Source: an optimization exercise on an open RTL-to-GDS flow (aim: small area, a short achievable clock period and few clock cycles). Production flows keep margins and buffers that such runs may drop.
The RTL was checked by simulation tests, not by an equivalence proof against the original design.
Power and IR drop assume default switching activity.

==> flow/design.v, too long to show whole: its modules and the start of the top module <==
// module datapath_alu: 52 lines
// module datapath_mul: 1694 lines
// module datapath_add64: 251 lines
// module datapath_add32c: 127 lines
// module seq_datapath: 240 lines
module seq_datapath #(
    parameter int W       = 32,
    parameter int NREGS   = 16,
    parameter bit R0_ZERO = 1'b0,
    localparam int AW     = $clog2(NREGS)
) (
    input  logic          clk,
    input  logic          clr,
    input  logic          start,
    input  logic [3:0]    op,
    input  logic [AW-1:0] ra,
    input  logic [AW-1:0] rb,
    input  logic [AW-1:0] rc,
    input  logic          wr_en,
    input  logic [AW-1:0] wr_addr,
    input  logic [W-1:0]  wr_data,
    input  logic [AW-1:0] rd_addr,
    output logic [W-1:0]  rd_data,
    output logic [W-1:0]  hi,
    output logic [W-1:0]  lo,
    output logic          busy,
    output logic          done,
    output logic          err
);
  // ...
==> flow/flow/run.sh <==
#!/bin/bash
# The standard layout, with repair_timing aiming further below the clock period
# and the smallest buffer on the ports (the resizer upsizes where timing needs it).
set -uo pipefail
bash standard.sh SETUP_SLACK_MARGIN=5.5 "BUFFER_PORTS_ARGS=-buffer_cell sky130_fd_sc_hd__buf_1" finish > standard_make.log 2>&1
==> flow/standard.sh <==
#!/bin/bash
# synth_recipe.tcl (not shown) runs the flow's synth.tcl, then flattens the netlist and writes it again
# the make line also repeats each setting of config.mk as NAME=value (left out here)
make -C /OpenROAD-flow-scripts/flow DESIGN_CONFIG=/design/flow/config.mk WORK_HOME=/design/flow/orfs CLKGATE_MAP_FILE= SYNTH_SCRIPT=/design/flow/synth_recipe.tcl "${@:-finish}"
==> flow/config.mk <==
export PLATFORM = sky130hd
export DESIGN_NAME = seq_datapath
export DESIGN_NICKNAME = seq_datapath
export VERILOG_FILES = /design/flow/design.v
export SDC_FILE = /design/flow/constraint.sdc
export NUM_CORES = 4
export LEC_CHECK = 0
export ABC_AREA = 1
export CAP_MARGIN = 20
export CORE_MARGIN = 2
export CORE_UTILIZATION = 40
export CTS_BUF_LIST = sky130_fd_sc_hd__clkbuf_8
export CTS_CLUSTER_DIAMETER = 55
export CTS_CLUSTER_SIZE = 14
export PLACE_DENSITY = 0.55
export SETUP_SLACK_MARGIN = 5.0
export SLEW_MARGIN = 20
==> flow/constraint.sdc <==
create_clock -name core_clock -period 12.0 [get_ports {clk}]
set_input_delay 2.4000 -clock core_clock [delete_from_list [all_inputs] [get_ports {clk}]]
set_output_delay 2.4000 -clock core_clock [all_outputs]
set_load 0.01 [all_outputs]
==> flow_summary.ini, run 1 <==
[detailed_routing]
top_layer = met5
first_iter_violations = 10314
avgViaCountPerCell = 6.37
remaining_drc_errors = 0
drt-pass1-iter-count = 10

[synth]
synth_top_family_by_area = adder cells
yosys.area_share.simple_pct = 14.3
synth_cells = 7434
yosysWarnings = 5
yosys-top-cells-area = edfxtp_1 (25%), fa_1 (14%), o22ai_1 (8.3%)
synth_top_area_share_pct = 25.5
synth-seq-cells = 839
synth_nets = 8098

[power]
p_clk_share_pct = 10.5
pg_clk_mw = 2.21
swShare_pct = 49.2

[placement]
placed_cells = 9442
portBuffers = 158

[setup_path]
rr_worst_depth = 19
timing.rr.end = r_regs[4][16]
startpoint = rd_addr[1]
r2r_slack_ps = 5790
slowest_stage = a2111oi_2
critPathCaptureType = output pin

[cts]
clock_sinks = 839
cts_hold_buf = 0
htree_num_levels = 3

[global_route]
grt_use_met1_pct = 46.7
grt_usage_pct = 36.5

[floorplanning]
die_area_mm2 = 0.165

[timing]
min_period_ps = 6570
max_freq_mhz = 152

[cells_and_area]
antenna_cells = 20
ff_latch_area_mm2 = 0.0227
clk_share_pct = 2.87
seq_share_pct = 31.6

[worst_hold_path]
hp-start = r_ex_ill

[status]
status = no timing/DRC/antenna violations
Testbench counts, summed over its fixed seeds: cycles 3,224.
==> run 2: changes to the inputs <==
--- a/flow/config.mk
+++ b/flow/config.mk
@@ -9,9 +9,9 @@
 export CAP_MARGIN = 20
 export CORE_MARGIN = 2
-export CORE_UTILIZATION = 40
+export CORE_UTILIZATION = 50
 export CTS_BUF_LIST = sky130_fd_sc_hd__clkbuf_8
 export CTS_CLUSTER_DIAMETER = 55
 export CTS_CLUSTER_SIZE = 14
-export PLACE_DENSITY = 0.55
+export PLACE_DENSITY = 0.62
 export SETUP_SLACK_MARGIN = 5.0
 export SLEW_MARGIN = 20
==> run 2 against run 1 <==
Compared with the run above: sequential power about the same; die area is 20% lower; sequential cell count stayed put; register-to-register slack better by 50 ps; via count is 0.58% higher; non-clock buffer count shrank 1; global-route usage is 9.2 points higher; largest cell class unchanged.
==> flow_summary.ini, run 2 <==
[worst_hold_path]
hold_class = flip-flop to flip-flop

[global_route]
antenna_found_initial = 29
grt_usage_pct = 45.8
gr-total-overflow = 0
grt_pass1_wl_um = 433000
grt_max_degree = 92
grt_pass1_vias = 60198

[setup_path]
critical_path.max_fanout = 7
path_cells = buf_12 -> clkinv_8 -> nor2_4 -> nand3_4 -> clkinvlp_4 -> buf_4 -> buf_6 -> nand2_1 -> o21ai_0 -> a221oi_2 -> nand4_1 -> buf_2
cp.arrival_ps = 4230
critPathCaptureType = output pin
slowest_stage = nand4_1
crit_type = primary input to output pin
critPathRequiredTime_ps = 9600
slowest_delay_ps = 390
cp-start-kind = primary input

[timing]
worst_pin_slew_ps = 1250
slew_headroom_pct = 16.3
fin_skew_ps = 95.2
fin_tns_setup_ps = 0
max_freq_mhz = 151
rsz0062_at_grt = true
setup_viol = 0
hold_viol = 0
min_period_ps = 6630
maxSlewViolCount = 0
fin_crit_sh_pct = 55.3

[cells_and_area]
largest_register = r_regs
final_area_mm2 = 0.0716
largest_register_ff_count = 512
nFillCells = 11802
layout_common_cells = nand2_1 (1,075), inv_1 (961), o22ai_1 (855)
largestRegisters = r_regs: 512 flops, r_ps: 63 flops, r_pc: 62 flops
final_common_cell = nand2_1
drive_gt1_share_pct = 9.46
area_delta_synth_final_pct = 11.0
fin_nets = 8149

[power]
irDropWorstVdd_mv = 0.383
power_density_mw_per_mm2 = 302
leakagePower_nw = 30.2

[synth]
ys_async_sr_fraction_pct = 10.8
synth_cells = 7434
synth_nets = 8098
yosysUniqueCellTypes = 54
synth_common_cells = nand2_1 (1,108), inv_1 (969), o22ai_1 (857), edfxtp_1 (548), xor2_1 (543)
synth_flop_cell = edfxtp_1
synth.largest_area_cell = edfxtp_1
synth.most_common_cell = nand2_1
synth_edf_count = 548
ys_seq_area_share_pct = 35.2
yosys-top-cells-area = edfxtp_1 (25%), fa_1 (14%), o22ai_1 (8.3%)
synth-seq-cells = 839
avgSynthCellArea_um2 = 8.68
yosysWarnings = 5
syn-cell-area_mm2 = 0.0645
synth_top_area_share_pct = 25.5

[detailed_routing]
wl_met3_um = 42800
drt_wl_total_um = 307000
wl_met2_um = 127000
remaining_drc_errors = 0
drt-pass1-iter-count = 9
wl_met1_um = 107000
wl_per_cell_um = 33.2
avgViaCountPerCell = 6.75
num_vias = 62407
first_iter_violations = 9843
ant_nets = 0
top_layer = met5

[floorplanning]
start_util_pct = 50.5
dieHeight_um = 363
core_mm2 = 0.128
pin_count = 159
die_area_mm2 = 0.132
die_x_um = 363
rows = 131

[flow_run]
drv_cap = 0

[placement]
placed_cell_area_mm2 = 0.0672
gp_congestion = 1.03
portBuffers = 158
place_hpwl_um = 195000

[cts]
cts_tree = built
htree_num_levels = 3
clk_pin_slew_ps = 90
insertion_delay_ps = 920
root_buffer = clkbuf_8
clock_sinks = 839
cts_hold_buf = 0
cts_inserted_buffers = 96
clk_path_buf_depth = 3

[status]
status = no timing/DRC/antenna violations
[run 2: metal layers]
| layer | GRT usage, % | up-vias |
|---|---|---|
| met5 | 0 | - |
| met4 | 34.3 | 24 |
| met3 | 15.9 | 1675 |
| met2 | 67.4 | 5229 |
| met1 | 55.3 | 29881 |
| li1 | - | 25598 |
[run 2: power breakdown]
group	internal (mW)	switching [mW]
clock	1.06	1.25
combinational	5.95	9.05
sequential	4.00	0.317
total	11.0	10.6
[run 2: metrics by stage]
step	setup slack [ps]	hold slack, ps	cells	utilization [%]	total power, mW
final	5370	345	9239	56.0	21.6
after global routing	5400	367	9224	56.0	24.3
after CTS	5440	350	9207	55.5	21.8
after detailed placement	4010	337	8965	52.6	19.4
after global placement	3990	332	8964	52.6	19.0
after floorplan	5970	331	7434	-	14.7
[run 2: cell families (layout without fill, tap and decap cells)]
| family | count (synthesis) | after routing | share of synthesized area [%] |
|---|---|---|---|
| simple gates | 2181 | 2181 | 14.3 |
| compound gates | 1680 | 1680 | 16.2 |
| buf+inv | 1533 | 1657 | 9.16 |
| flops | 839 | 839 | 35.2 |
| fa+ha+maj | 604 | 604 | 17.0 |
| xor+xnor | 594 | 594 | 8.06 |
| mux | 3 | 3 | 0.0485 |
| other cells | 0 | 19 | 0 |
[run 2: critical path, delay by kind of cell]
kind	cells	cell delay [ps]
AND/OR/NAND/NOR	4	610
AO/OA/AOI/OAI	2	270
buffers and inverters	6	920
[run 2: worst paths after layout]
| path | startpoint | endpoint | slack (ps) | cells after the start |
|---|---|---|---|---|
| max | rd_addr[0] | rd_data[3] | 5370 | 12 |
| min | r_ex_mul | r_pm | 340 | 0 |
| max reg2reg | r_sub | r_regs[14][31] | 5840 | 25 |
| min reg2reg | r_ex_mul | r_pm | 340 | 0 |
| max in group asynchronous | clr | r_hi[10] | 9160 | 3 |
| min in group asynchronous | clr | r_lo[0] | 1640 | 2 |
[run 2: what timing repair did]
action,in CTS,in global routing
buffers inserted,64,12
gates cloned,7,1
gates resized for setup,164,111
endpoints found under the setup margin,32,45
pin swaps,26,38
[run 2: final cells by class]
type / count / area, um2 / area share (%)
Inverter: 1021 / 3920 / 5.47
Sequential cell: 839 / 22700 / 31.8
Tap cell: 1662 / 2080 / 2.90
Clock buffer: 101 / 1390 / 1.94
Clock inverter: 70 / 843 / 1.18
Antenna cell: 19 / 47.5 / 0.0664
Timing Repair Buffer: 465 / 3710 / 5.18
Multi-Input combinational cell: 5062 / 36900 / 51.5
==> run 3: changes to the inputs <==
--- a/flow/config.mk
+++ b/flow/config.mk
@@ -9,9 +9,9 @@
 export CAP_MARGIN = 20
 export CORE_MARGIN = 2
-export CORE_UTILIZATION = 50
+export CORE_UTILIZATION = 45
 export CTS_BUF_LIST = sky130_fd_sc_hd__clkbuf_8
 export CTS_CLUSTER_DIAMETER = 55
 export CTS_CLUSTER_SIZE = 14
-export PLACE_DENSITY = 0.62
+export PLACE_DENSITY = 0.58
 export SETUP_SLACK_MARGIN = 5.0
 export SLEW_MARGIN = 20
==> run 3 against run 2 <==
Compared with the run above: still clean on timing, DRC and antenna; worst setup slack improved by 82 ps; die area rose by 11%; sequential power barely moved; maximum frequency rose by 1.2%; sequential share of layout area rose by 0.12 points; register-to-register slack got worse by 50 ps; core utilization fell by 5.8 points; synthesized area did not move; global-route usage fell by 6.0 points; first-iteration DRC count rose by 5.6%; critical endpoint is now rd_data[24].
==> flow_summary.ini, run 3 <==
[floorplanning]
core_mm2 = 0.142
die_x_um = 383
die_area_mm2 = 0.146
start_util_pct = 45.5
rows = 138
pin_count = 159
dieHeight_um = 383

[detailed_routing]
drt-pass1-iter-count = 12
first_iter_violations = 10399
drt_wl_total_um = 299000
remaining_drc_errors = 0
wl_per_cell_um = 31.6
avgViaCountPerCell = 6.60
num_vias = 62394
ant_nets = 0

[synth]
syn-cell-area_mm2 = 0.0645
synth_nets = 8098
ys_seq_area_share_pct = 35.2
synth-seq-cells = 839
ys_async_sr_fraction_pct = 10.8
synth_flop_cell = edfxtp_1
synth_common_cells = nand2_1 (1,108), inv_1 (969), o22ai_1 (857), edfxtp_1 (548), xor2_1 (543)
avgSynthCellArea_um2 = 8.68
synth_top_area_share_pct = 25.5
yosysWarnings = 5
synth.largest_area_cell = edfxtp_1
synth.most_common_cell = nand2_1
synth_edf_count = 548
yosys-top-cells-area = edfxtp_1 (25%), fa_1 (14%), o22ai_1 (8.3%)
yosysUniqueCellTypes = 54
synth_cells = 7434

[setup_path]
slowest_delay_ps = 320
path_common_cell = buf_4
critPathRequiredTime_ps = 9600
cp.arrival_ps = 4150
path_cells = buf_4 -> inv_2 -> nor2_4 -> nand3_4 -> buf_4 -> bufbuf_16 -> o22ai_1 -> a221oi_1 -> nand3_1 -> clkbuf_2
critical_path.max_fanout = 13
cp_top_family = buffers and inverters
path_buf_inv = 5
crit_type = primary input to output pin
slowest_stage = bufbuf_16
critPathCaptureType = output pin
cp-start-kind = primary input

[cts]
cts_hold_buf = 0
clock_sinks = 839
clk_pin_slew_ps = 90
root_buffer = clkbuf_8
clk_path_buf_depth = 3
cts_tree = built
cts_inserted_buffers = 97
htree_num_levels = 3
insertion_delay_ps = 930

[power]
power_density_mw_per_mm2 = 296
irDropWorstVdd_mv = 0.462
leakagePower_nw = 30.0

[timing]
min_period_ps = 6550
setup_viol = 0
fin_skew_ps = 99.5
max_freq_mhz = 153
maxSlewViolCount = 0
fin_crit_sh_pct = 54.6
hold_viol = 0
rsz0062_at_grt = false
holdWs_ps = 355
slew_headroom_pct = 13.8
worst_pin_slew_ps = 1290
fin_tns_setup_ps = 0

[cells_and_area]
nFillCells = 13577
largestRegisters = r_regs: 512 flops, r_ps: 63 flops, r_pc: 62 flops
largest_register_ff_count = 512
fin_nets = 8133
drive_gt1_share_pct = 8.72
final_common_cell = nand2_1
layout_common_cells = nand2_1 (1,086), inv_1 (960), o22ai_1 (856)
area_delta_synth_final_pct = 10.5
largest_register = r_regs

[placement]
gp_congestion = 1.02
portBuffers = 158
place_hpwl_um = 190000

[flow_run]
drv_cap = 0

[global_route]
grt_pass1_vias = 59628
grt_max_degree = 92
grt_pass1_wl_um = 422000
gr-total-overflow = 0
antenna_found_initial = 31
grt_usage_pct = 39.7

[worst_hold_path]
hold_class = flip-flop to flip-flop

[status]
status = no timing/DRC/antenna violations
-- run 3: cell types whose count changed in the layout (fill, tap and decap cells not counted), moves of 6 or more --
cell,previous run,this run
nand3_1,446,452
nand3_2,13,7
buf_1,134,141
nand2_1,1075,1086
nand2_2,38,26
buf_12,36,27
-- run 3: area by class of cell --
| class | instances | area (um2) | area share, % |
|---|---|---|---|
| Clock buffer | 98 | 1350 | 1.89 |
| Clock inverter | 74 | 816 | 1.14 |
| Timing Repair Buffer | 448 | 3420 | 4.79 |
| Inverter | 1021 | 3930 | 5.50 |
| Multi-Input combinational cell | 5062 | 36700 | 51.4 |
| Sequential cell | 839 | 22700 | 31.9 |
| Tap cell | 1890 | 2360 | 3.31 |
| Antenna cell | 19 | 47.5 | 0.0666 |
-- run 3: final timing paths --
| path | start | end | slack, ps | cells past startpoint |
|---|---|---|---|---|
| worst max-delay path | rd_addr[1] | rd_data[24] | 5450 | 10 |
| worst min-delay path | r_ex_ill | r_p2_ill | 350 | 0 |
| worst max register to register | r_b[1] | r_regs[5][31] | 5790 | 24 |
| worst min register to register | r_ex_ill | r_p2_ill | 350 | 0 |
| max in group asynchronous | clr | r_hi[30] | 9130 | 3 |
| min in group asynchronous | clr | r_hi[29] | 1690 | 2 |
-- run 3: cell families after synthesis --
kind of cell / share of synthesized area [%]
flops: 35.2
compound gates: 16.2
fa+ha+maj: 17.0
mux: 0.0485
simple gates: 14.3
buf+inv: 9.16
xor+xnor: 8.06
-- run 3: routing by layer --
layer	track usage [%]	routed length (um)	vias up
met5	0.562	309	-
met4	25.7	25200	24
met3	14.3	43200	1584
met2	58.1	124000	5272
met1	49.6	106000	29921
li1	-	-	25593
-- run 3: through the flow --
step / worst slack [ps] / power (mW) / cells / cell area, um2 / util [%]
after detailed placement: 4290 / 19.0 / 9174 / 67400 / 47.5
after global routing: 5450 / 23.8 / 9440 / 71300 / 50.2
after floorplan: 5970 / 14.7 / 7434 / 64500 / -
after global placement: 4270 / 18.6 / 9174 / 67400 / 47.5
final: 5450 / 21.1 / 9451 / 71300 / 50.3
after CTS: 5440 / 21.4 / 9405 / 70700 / 49.8
-- run 3: what timing repair did --
action	in CTS	in global routing
gates resized for setup	115	92
cloned	6	2
setup buffers	53	24
pin swaps	22	34
endpoints found under the setup margin	32	34
-- run 3: power breakdown --
| part | internal [mW] | total (mW) | switching [mW] |
|---|---|---|---|
| combinational | 5.77 | 14.5 | 8.76 |
| clock | 1.00 | 2.28 | 1.28 |
| sequential | 4.00 | 4.32 | 0.315 |
| total | 10.8 | 21.1 | 10.3 |
==> run 4: changes to the inputs <==
--- a/flow/config.mk
+++ b/flow/config.mk
@@ -7,5 +7,5 @@
 export LEC_CHECK = 0
 export ABC_AREA = 1
-export CAP_MARGIN = 20
+export CAP_MARGIN = 10
 export CORE_MARGIN = 2
 export CORE_UTILIZATION = 45
@@ -15,3 +15,3 @@
 export PLACE_DENSITY = 0.58
 export SETUP_SLACK_MARGIN = 5.0
-export SLEW_MARGIN = 20
+export SLEW_MARGIN = 10
==> run 4 against run 3 <==
Compared with the run above: still clean; clock skew decreased by 19 ps; worst hold slack worse by 4.1 ps; wire length is 0.30% lower; core utilization fell by 0.11 points; sequential power about the same; sequential share of layout area rose by 0.069 points; critical endpoint is now rd_data[7].
==> flow_summary.ini, run 4 <==
[cts]
root_buffer = clkbuf_8
clk_path_buf_depth = 3
cts_hold_buf = 0
cts_inserted_buffers = 98
clk_pin_slew_ps = 90
insertion_delay_ps = 920
htree_num_levels = 3
clock_sinks = 839
cts_tree = built

[detailed_routing]
num_vias = 62253
drt-pass1-iter-count = 9
wl_per_cell_um = 31.5
wl_met3_um = 42900
remaining_drc_errors = 0
avgViaCountPerCell = 6.59
drt_wl_total_um = 298000
ant_nets = 0
top_layer = met5
wl_met1_um = 106000
first_iter_violations = 10552
wl_met2_um = 123000

[power]
power.total_mw = 21.0
p_sw_mw = 10.3
intPower_mw = 10.7
leakagePower_nw = 29.9
power_density_mw_per_mm2 = 296
comb_power_share_pct = 68.8
seqPwrFrac_pct = 20.5
irDropWorstVdd_mv = 0.474
swShare_pct = 49.1
p_clk_share_pct = 10.7

[setup_path]
cp-start-kind = primary input
critical_path.max_fanout = 10
timing.rr.end = r_regs[0][31]
path_buf_inv = 5
slowest_delay_ps = 390
rr_worst_depth = 24
r2r_slack_ps = 5850
r2r-start = r_b[1]
slowest_stage = nor4_1
cp_top_family = simple AND/OR/NAND/NOR gates
path_cells = buf_12 -> nand2_8 -> buf_4 -> inv_1 -> nand3_4 -> buf_4 -> o22ai_1 -> nor4_1 -> nand3_2 -> buf_1
critPathCaptureType = output pin
path_common_cell = buf_4
critPathRequiredTime_ps = 9600
cp.arrival_ps = 4190
crit_type = primary input to output pin

[placement]
gp_congestion = 1.02
portBuffers = 158
place_hpwl_um = 190000
pre_cts_slack_ps = 4250
placed_cells = 9174

[synth]
synth_cells = 7434
synth.largest_area_cell = edfxtp_1
synth_flop_cell = edfxtp_1
synth-seq-cells = 839
yosys-top-cells-area = edfxtp_1 (25%), fa_1 (14%), o22ai_1 (8.3%)
synth_common_cells = nand2_1 (1,108), inv_1 (969), o22ai_1 (857), edfxtp_1 (548), xor2_1 (543)
ys_async_sr_fraction_pct = 10.8
synth_nets = 8098
yosysUniqueCellTypes = 54
avgSynthCellArea_um2 = 8.68
synth.most_common_cell = nand2_1
yosysWarnings = 5
ys_seq_area_share_pct = 35.2
synth_edf_count = 548
syn-cell-area_mm2 = 0.0645
synth_top_area_share_pct = 25.5

[timing]
fin_crit_sh_pct = 54.9
maxSlewViolCount = 0
min_period_ps = 6590
setup_viol = 0
fin_skew_ps = 80.1
setup_slack_ps = 5410
slew_headroom_pct = 6.12
max_freq_mhz = 152
fin_tns_setup_ps = 0
hold_viol = 0
worst_pin_slew_ps = 1410
rsz0062_at_grt = true

[floorplanning]
start_util_pct = 45.5
rows = 138
die_x_um = 383
die_area_mm2 = 0.146
core_mm2 = 0.142
pin_count = 159
dieHeight_um = 383

[cells_and_area]
largest_register_ff_count = 512
layout.cells.non_filler = 9441
layout_common_cells = nand2_1 (1,087), inv_1 (960), o22ai_1 (857)
drive_gt1_share_pct = 8.39
largest_register = r_regs
nFillCells = 13536
area_delta_synth_final_pct = 10.3
largestRegisters = r_regs: 512 flops, r_ps: 63 flops, r_pc: 62 flops
fin_nets = 8120
multi_input_area_mm2 = 0.0366
ff_latch_area_mm2 = 0.0227
final_common_cell = nand2_1

[global_route]
grt_max_degree = 92
grt_pass1_wl_um = 423000
gr-total-overflow = 0
antenna_found_initial = 37
grt_pass1_vias = 59574
grt_usage_pct = 39.8

[flow_run]
drv_cap = 0

[worst_hold_path]
hold_class = flip-flop to flip-flop
holdPathEnd = r_p2_v
hp-start = r_ex_v
holdPathStages = 0

[status]
status = no timing/DRC/antenna violations
-- run 4: changes by cell type in the layout (fill, tap and decap cells not counted), sizes merged --
cell,change
buf,-12
bufbuf,+2
bufinv,-3
clkinv,-5
clkinvlp,+1
diode,+2
inv,+5
-- run 4: cells by family (layout without fill, tap and decap cells) --
kind of cell | after synthesis | after routing | synth area share, %
fa+ha+maj | 604 | 604 | 17.0
xor+xnor | 594 | 594 | 8.06
compound gates | 1680 | 1680 | 16.2
buf+inv | 1533 | 1629 | 9.16
mux | 3 | 3 | 0.0485
simple gates | 2181 | 2181 | 14.3
flops | 839 | 839 | 35.2
other cells | 0 | 21 | 0
-- run 4: worst reg2reg max path, cell delays in order (launching register included) --
cell and delay (ps):
dfxtp_2 530, clkinv_1 530, o21ai_0 390, xor2_1 130, fa_1 460, o21a_1 300
o21ai_0 210, inv_1 110, o21bai_1 250, nand2_1 80, nand2_1 150, nand2_1 70
nand2_1 120, nand2_1 70, nand2_1 110, a21boi_0 230, fa_1 490, xor2_1 180
or2_2 270, nand3_1 70, o2111ai_1 260, nand2_1 180, nand2_1 60, nand2_1 70
nand2_1 400
-- run 4: per-layer routing --
metal	vias up	track usage [%]
met4	28	25.4
met1	29841	49.4
met2	5233	58.1
li1	25549	-
met5	-	0.265
met3	1602	14.9
-- run 4: worst max-delay path by stage --
| stage | startpoint | endpoint | cells after the start |
|---|---|---|---|
| detailed placement | rd_addr[3] | rd_data[19] | 10 |
| CTS | rd_addr[2] | rd_data[19] | 12 |
| global placement | rd_addr[3] | rd_data[19] | 10 |
| global route | rd_addr[2] | rd_data[12] | 11 |
| finish | rd_addr[1] | rd_data[7] | 10 |
| floorplan | rd_addr[1] | rd_data[1] | 8 |
-- run 4: repair_timing --
action | in CTS | in global routing
gates resized for setup | 126 | 62
endpoints found under the setup margin | 32 | 48
pin swaps | 22 | 25
gates cloned | 7 | 0
setup buffers | 49 | 16
-- run 4: cell type report --
cell class              instances  area share (%)
diodes                         21          0.0738
clock buffers                 102            1.97
clock inverters                72            1.02
inverters                    1021            5.52
multi-input cells            5062            51.4
flip-flops and latches        839            32.0
well taps                    1890            3.32
repair buffers                434            4.71
-- run 4: stage by stage --
stage | utilization, % | area [um2] | hold WS, ps
6_report | 50.2 | 71200 | 351
5_1_grt | 50.1 | 71100 | 336
4_1_cts | 49.9 | 70800 | 336
3_5_place_dp | 47.5 | 67400 | 335
3_3_place_gp | 47.5 | 67400 | 333
2_1_floorplan | - | 64500 | 331
-- run 4: power groups by stage --
stage                     clock network [mW]  registers, mW  logic [mW]
after global placement                     0           4.37        14.2
after detailed placement                   0           4.37        14.7
final                                   2.24           4.32        14.5
after CTS                               2.28           4.31        14.7
after floorplan                            0           4.31        10.4
after global routing                    2.38           4.36        17.1

==> port drivers added, routing unchanged <==
Ports are ideal in the flow. The routed layouts listed here were re-timed in OpenROAD. Step 1 (the two cells are an assumption about what drives the block):
set clk [get_ports {clk}]
set_driving_cell -lib_cell sky130_fd_sc_hd__clkbuf_16 $clk
set_driving_cell -lib_cell sky130_fd_sc_hd__buf_2 [delete_from_list [all_inputs] $clk]
Step 2 times the ports against the registers' clock, not the clock port: input delays grow and output delays shrink by t, the midpoint of the rising clock arrivals with the driver on. a / b / c = ideal ports / drivers / drivers and shift; a / b = the first two.
run | t, ns | setup slack, ns | worst hold slack (ns) | clock arrival spread, ns | worst data-port slew with drivers (ns)
run 1 | 0.914 | 5.426 / 5.376 / 5.376 | 0.351 / 0.351 / 0.351 | 0.072 / 0.072 | 0.26
run 2 | 0.958 | 5.367 / 5.310 / 5.310 | 0.345 / 0.345 / 0.345 | 0.095 / 0.095 | 0.25
run 3 | 0.956 | 5.449 / 5.380 / 5.380 | 0.355 / 0.355 / 0.355 | 0.111 / 0.111 | 0.24
run 4 | 0.953 | 5.413 / 5.352 / 5.352 | 0.351 / 0.351 / 0.351 | 0.089 / 0.089 | 0.25
After both steps every run listed still meets setup and hold. For run 3, which loses most, drivers alone change the setup slack by -0.069 ns; drivers and shift together by -0.069 ns.
